Source: an optimization exercise on an open RTL-to-GDS flow (aim: small area, a short achievable clock period and few clock cycles per item). Production flows keep margins and buffers that such runs may drop. At most, simulation tests tie the RTL to the original design; equivalence was not proved. Power is estimated from default activity; no workload was simulated.

==> run M <==
Design alu_pipe, start of the top module:
module alu_pipe #(
    parameter int OPERANDSIZE = 64
) (
    input  logic                   clk,
    input  logic                   rst,
    input  logic                   inValid,
    output logic                   inReady,
    input  logic [OPERANDSIZE-1:0] a,
    input  logic [OPERANDSIZE-1:0] b,
    input  logic [11:0]            operationSelect,
    output logic                   outValid,
    input  logic                   outReady,
    output logic [OPERANDSIZE-1:0] q,
    output logic                   zero,
    output logic                   carry,
    output logic                   overflow,
    output logic                   illegal
);
Settings: LEC_CHECK=0, CAP_MARGIN=20, CORE_MARGIN=2, CORE_UTILIZATION=40, SETUP_SLACK_MARGIN=4.6, SLEW_MARGIN=20, SYNTH_HIERARCHICAL=1, TNS_END_PERCENT=10; clock period 7.5 ns.
run.sh (not shown) runs the stock make flow with config.mk's settings and CLKGATE_MAP_FILE= SYNTH_SCRIPT=/design/flow/synth_recipe.tcl, a recipe that flattens the netlist after the stock synthesis.
==> run D: changes against run M <==
--- a/flow/design.v
+++ b/flow/design.v
@@ -26,35 +26,30 @@
     logic        op_slt_r, op_sltu_r;
     logic        op_mul_r, op_ill_r;
     logic [5:0]  rot_r;          
     logic [3:0]  cnt_r;          
     logic [3:0]  one_r, two_r, neg_r;
-    logic [3:0]  onen_r, twon_r, negn_r;    
     logic [55:0] acc_s_r;
     logic [55:0] acc_c_r;
     logic [7:0]  lx_r, ly_r;
     logic        ln_r;
     logic [1:0]  ci_r;
     logic [63:0] q0_r;
     logic        z0_r, c0_r, o0_r, i0_r, v0_r;
     logic        vs_r;           
     logic        load_s, ex_done_s, enq_s, deq_s, mul_step_s;
     logic        op_sub_in_s;
-    logic        in_ready_r;     
-    logic        load_n_r;       
-    logic        ben_n_r;        
+    logic        in_ready_r;
     logic        op_pg_in_s;
-    logic [63:0] x_in_s, n_in_s, m_in_s;
+    logic [63:0] bx_in_s;
     assign op_sub_in_s = (operationSelect == 12'd4) || (operationSelect == 12'd8) || (operationSelect == 12'd9);
     assign op_pg_in_s  = (operationSelect <= 12'd4) || (operationSelect == 12'd8) || (operationSelect == 12'd9);
-    assign x_in_s      = a ^ b;
-    assign n_in_s      = a & b;
-    assign m_in_s      = a & ~b;
+    assign bx_in_s     = op_sub_in_s ? ~b : b;
     assign mul_step_s = v1_r && op_mul_r && !cnt_r[3] && !vs_r;
     assign ex_done_s  = v1_r && (!op_mul_r || cnt_r[3]);
     assign enq_s      = ex_done_s && !vs_r;
-    assign load_s     = !load_n_r;       
+    assign load_s     = in_ready_r;      
     assign deq_s      = v0_r && outReady;
     assign inReady    = in_ready_r;
     logic skid_load_s;
     assign skid_load_s = enq_s && v0_r && !deq_s;
     function automatic logic [11:0] booth_enc(input logic [7:0] bb, input logic bm);
@@ -62,27 +57,22 @@
         logic [8:0] x;
         x = {bb, bm};
         for (int t = 0; t < 4; t++) begin
             one[t] = x[2*t+1] ^ x[2*t];
             two[t] = (x[2*t+2] & !x[2*t+1] & !x[2*t]) | (!x[2*t+2] & x[2*t+1] & x[2*t]);
-            neg[t] = x[2*t+2] & !(x[2*t+1] & x[2*t]);    
+            neg[t] = x[2*t+2];
         end
         booth_enc = {neg, two, one};
     endfunction
     logic [63:0] pp [4];
-    logic [63:0] an [4];
-    logic [63:0] sel1 [4];
-    logic [63:0] sel2 [4];
     logic [63:0] r0, r1, r2, r3, sv, cv;
     logic [63:0] s1, c1, s2, c2, s3, c3, xs, ys;
     logic [9:0]  low_s;
     always_comb begin
         for (int t = 0; t < 4; t++) begin
-            an[t] = {a_r[63:32] ^ {32{!negn_r[t]}}, a_r[31:0] ^ {32{neg_r[t]}}};
-            sel1[t] = {{32{!onen_r[t]}}, {32{one_r[t]}}};
-            sel2[t] = {{32{!twon_r[t]}}, {32{two_r[t]}}};
-            pp[t] = ((sel1[t] & an[t]) | (sel2[t] & {an[t][62:0], neg_r[t]})) << (2 * t);
+            pp[t] = ((({64{one_r[t]}} & a_r) | ({64{two_r[t]}} & {a_r[62:0], 1'b0}))
+                     ^ {64{neg_r[t]}}) << (2 * t);
         end
         sv = {8'b0, acc_s_r};
         cv = {8'b0, acc_c_r};
         r0 = pp[0];
         r1 = pp[1] | {63'b0, neg_r[0]};
@@ -96,38 +86,42 @@
         c3 = ((s1 & c1) | (s1 & s2) | (c1 & s2)) << 1;
         xs = s3 ^ c3 ^ c2;
         ys = ((s3 & c3) | (s3 & c2) | (c3 & c2)) << 1;
         low_s = {2'b0, lx_r} + {2'b0, ly_r} + {3'b0, ln_r, 6'b0} + {8'b0, ci_r};
     end
-    assign pg_p[0] = a_r;
-    assign pg_g[0] = {b_r[63:1], b_r[0] | (a_r[0] & op_sub_r)};
-    for (genvar l = 0; l < 7; l++) begin : g_ks
-        alu_pipe_ks_level #(
-            .SHIFT (l == 0 ? 1 : (l == 6 ? 1 : (1 << l))),
-            .PARITY(l == 6 ? 0 : 1)
-        ) u_lvl (
-            .g_i(pg_g[l]), .p_i(pg_p[l]), .g_o(pg_g[l+1]), .p_o(pg_p[l+1])
-        );
-    end
-    logic [63:0] pg_p [8];
-    logic [63:0] pg_g [8];
+    logic [63:0] pg_p [7];
+    logic [63:0] pg_g [7];
     logic [64:0] sum_s;
     logic        ovf_s;
     logic        zadd_s;
     logic [63:0] rot1, rot2, rot3, rot4, rot5, rot6;
     logic [63:0] therm_s;
     logic [63:0] shl_s, shr_s;
     logic [63:0] oth_s, lgc_s, keep_s;
-    logic        zsh_s, zmul_s, slt_s;
+    logic        zsh_s;
     logic [63:0] res_s;
     logic        rz_s, rc_s, ro_s, ri_s;
     always_comb begin
+        pg_p[0] = a_r;
+        pg_g[0] = b_r;
+        pg_g[0][0] = b_r[0] | (a_r[0] & op_sub_r);
+        for (int l = 0; l < 6; l++) begin
+            for (int i = 0; i < 64; i++) begin
+                if (i >= (1 << l)) begin
+                    pg_g[l+1][i] = pg_g[l][i] | (pg_p[l][i] & pg_g[l][i - (1 << l)]);
+                    pg_p[l+1][i] = pg_p[l][i] & pg_p[l][i - (1 << l)];
+                end else begin
+                    pg_g[l+1][i] = pg_g[l][i];
+                    pg_p[l+1][i] = pg_p[l][i];
+                end
+            end
+        end
         sum_s[0] = a_r[0] ^ op_sub_r;
         for (int i = 1; i < 64; i++) begin
-            sum_s[i] = a_r[i] ^ pg_g[7][i-1];
-        end
-        sum_s[64] = pg_g[7][63];
+            sum_s[i] = a_r[i] ^ pg_g[6][i-1];
+        end
+        sum_s[64] = pg_g[6][63];
         ovf_s = !a_r[63] && (sum_s[63] != b_r[63]);
         zadd_s = (a_r[0] == op_sub_r);
         for (int i = 1; i < 64; i++) begin
             zadd_s = zadd_s & (a_r[i] == (a_r[i-1] | b_r[i-1]));
         end
@@ -144,37 +138,32 @@
             shl_s[i] = rot6[i] & therm_s[i];
             shr_s[i] = therm_s[63-i] ? rot6[i] : (op_sra_r & a_r[63]);
         end
         lgc_s = ({64{op_xor_r}}    & a_r)
               | ({64{op_and_r}}    & b_r)
-              | ({64{op_or_r}}     & (a_r | b_r));
-        slt_s    = (op_slt_r & (a_r[63] ? !pg_g[7][62] : b_r[63]))
-                 | (op_sltu_r & !pg_g[7][63]);
+              | ({64{op_or_r}}     & (a_r | b_r))
+              | ({64{op_mul_r}}    & {low_s[7:0], b_r[63:8]});
+        lgc_s[0] = lgc_s[0] | (op_slt_r & (sum_s[63] ^ ovf_s)) | (op_sltu_r & !sum_s[64]);
         for (int i = 0; i < 64; i++) begin
             keep_s[i] = op_sll_r ? therm_s[63-i] : therm_s[i];
         end
         zsh_s = ((a_r & keep_s) == 64'd0);
-        zmul_s = (b_r[63:8] == 56'd0) && (low_s[7:0] == 8'd0);
         oth_s = lgc_s
-              | {63'b0, slt_s}
-              | ({64{op_mul_r}}    & {low_s[7:0], b_r[63:8]})
               | ({64{op_sll_r}}    & shl_s)
               | ({64{op_srl_r | op_sra_r}} & shr_s);
         res_s = op_addsub_r ? sum_s[63:0] : oth_s;
-        rz_s  = (op_addsub_r & zadd_s)
-              | ((op_sll_r | op_srl_r | op_sra_r) & zsh_s)
-              | (op_mul_r & zmul_s)
-              | ((op_slt_r | op_sltu_r) & !slt_s)
-              | ((op_xor_r | op_and_r | op_or_r) & (lgc_s == 64'd0))
-              | op_ill_r;
+        rz_s  = op_addsub_r ? zadd_s
+              : (op_sll_r | op_srl_r | op_sra_r) ? zsh_s
+              : (lgc_s == 64'd0);
         rc_s  = op_addsub_r & sum_s[64];
         ro_s  = op_addsub_r & ovf_s;
         ri_s  = op_ill_r;
     end
     always_ff @(posedge clk) begin
         if (load_s) begin
-            a_r         <= op_pg_in_s ? (op_sub_in_s ? ~x_in_s : x_in_s) : a;
+            a_r         <= op_pg_in_s ? (a ^ bx_in_s) : a;
+            b_r         <= op_pg_in_s ? (a & bx_in_s) : b;
             op_addsub_r <= (operationSelect == 12'd0) || (operationSelect == 12'd4);
             op_sub_r    <= op_sub_in_s;
             op_xor_r    <= (operationSelect == 12'd1);
             op_and_r    <= (operationSelect == 12'd2);
             op_or_r     <= (operationSelect == 12'd3);
@@ -184,23 +173,14 @@
             op_slt_r    <= (operationSelect == 12'd8);
             op_sltu_r   <= (operationSelect == 12'd9);
             op_mul_r    <= (operationSelect == 12'd10);
             op_ill_r    <= (operationSelect > 12'd10);
             rot_r       <= (operationSelect == 12'd5) ? (6'd0 - b[5:0]) : b[5:0];
-        end
-    end
-    always_ff @(posedge clk) begin
-        if (!ben_n_r) begin
-            if (load_s) begin
-                b_r <= op_pg_in_s ? (op_sub_in_s ? m_in_s : n_in_s) : b;
-                {neg_r, two_r, one_r}    <= booth_enc(b[7:0], 1'b0);
-                {negn_r, twon_r, onen_r} <= ~booth_enc(b[7:0], 1'b0);
-            end else begin
-                b_r <= {low_s[7:0], b_r[63:8]};
-                {neg_r, two_r, one_r}    <= booth_enc(b_r[15:8], b_r[7]);
-                {negn_r, twon_r, onen_r} <= ~booth_enc(b_r[15:8], b_r[7]);
-            end
+            {neg_r, two_r, one_r} <= booth_enc(b[7:0], 1'b0);
+        end else if (mul_step_s) begin
+            b_r         <= {low_s[7:0], b_r[63:8]};
+            {neg_r, two_r, one_r} <= booth_enc(b_r[15:8], b_r[7]);
         end
     end
     always_ff @(posedge clk) begin
         if (!(vs_r && !deq_s)) begin
             if (mul_step_s) begin
@@ -237,17 +217,12 @@
         vs_n_s   = vs_r ? !deq_s : skid_load_s;
     end
     always_ff @(posedge clk) begin
         if (rst) begin
             in_ready_r <= 1'b1;
-            load_n_r   <= 1'b0;
-            ben_n_r    <= 1'b0;
         end else begin
             in_ready_r <= !v1_n_s || ((!mul_n_s || cnt3_n_s) && !vs_n_s);
-            load_n_r   <= !(!v1_n_s || ((!mul_n_s || cnt3_n_s) && !vs_n_s));
-            ben_n_r    <= !(!v1_n_s || ((!mul_n_s || cnt3_n_s) && !vs_n_s)
-                            || (v1_n_s && mul_n_s && !cnt3_n_s && !vs_n_s));
         end
     end
     always_ff @(posedge clk) begin
         if (rst) begin
             v1_r  <= 1'b0;
@@ -287,26 +262,5 @@
     assign zero     = z0_r;
     assign carry    = c0_r;
     assign overflow = o0_r;
     assign illegal  = i0_r;
 endmodule
-module alu_pipe_ks_level #(
-    parameter int SHIFT  = 1,
-    parameter int PARITY = 1
-) (
-    input  logic [63:0] g_i,
-    input  logic [63:0] p_i,
-    output logic [63:0] g_o,
-    output logic [63:0] p_o
-);
-    always_comb begin
-        for (int i = 0; i < 64; i++) begin
-            if (i >= SHIFT && (i % 2) == PARITY) begin
-                g_o[i] = g_i[i] | (p_i[i] & g_i[i - SHIFT]);
-                p_o[i] = p_i[i] & p_i[i - SHIFT];
-            end else begin
-                g_o[i] = g_i[i];
-                p_o[i] = p_i[i];
-            end
-        end
-    end
-endmodule
Settings changed: SYNTH_HIERARCHICAL 1 to unset.
==> comparison <==
Of run D and run M, run D has the higher critical path depth (gap 2).
Of run D and run M, run M has the higher die area (gap 10%, measured against run M).
Run D completed without violations. Run M ran to the end with no violations.
Between run M and run D, the lower global-route usage is in run M (gap 3.2 points).
Of run D and run M, run M has the higher via count (gap about 6%, measured against run M).
Between run D and run M, the lower clock skew is in run D (gap 0.0092 ns).
==> figures <==
quantity	run M	run D
Outcome	finished clean	finished clean
Gate power share	44.7%	44.8%
DP Worst Slack	2.656 ns	2.574 ns
Final Net Count	5509	5183
Num CTS Buffers	46	47
Combined area of all synthesized cells	45940 um2	41150 um2
WL per Instance	35.83 um	37.65 um
Routed length on met1	90.08 mm	84.53 mm
Number of gates resized after CTS	388	547
Share of layout cells above drive strength 1	21.88%	20.68%
Worst-Margin Slew	1.271 ns	1.378 ns
Testbench counts of run M, summed over its fixed seeds: cycles 27,408, items 16,000.
The RTL of run D was laid out without a check of its function.

==> afterwards: timing with drivers on the ports <==
How much do the figures lean on ideal ports? The routed layouts below were timed once more, with nothing changed but the port constraints. Step 1: set_driving_cell puts a clkbuf_16 on clk and a buf_2 on each other input, an assumption about the parent block. Step 2, shift: input delay + t, output delay - t, t = (earliest + latest rising clock arrival at the registers) / 2. This alone moves slack from input paths to output paths. a / b / c = ideal ports / drivers / drivers and shift; a / b = the first two.
| run | t, ns | slack for setup (ns) | worst setup path at the end | clock arrival spread, ns |
|---|---|---|---|---|
| run M | 0.724 | 3.720 / 3.720 / 3.570 | input to register | 0.036 / 0.036 |
| run D | 0.735 | 3.356 / 3.356 / 3.151 | input to register | 0.029 / 0.030 |
After both steps setup and hold are still met in every run listed. The setup slack of run D, which loses most, moves by 0.000 ns with the drivers and by -0.205 ns with both steps.
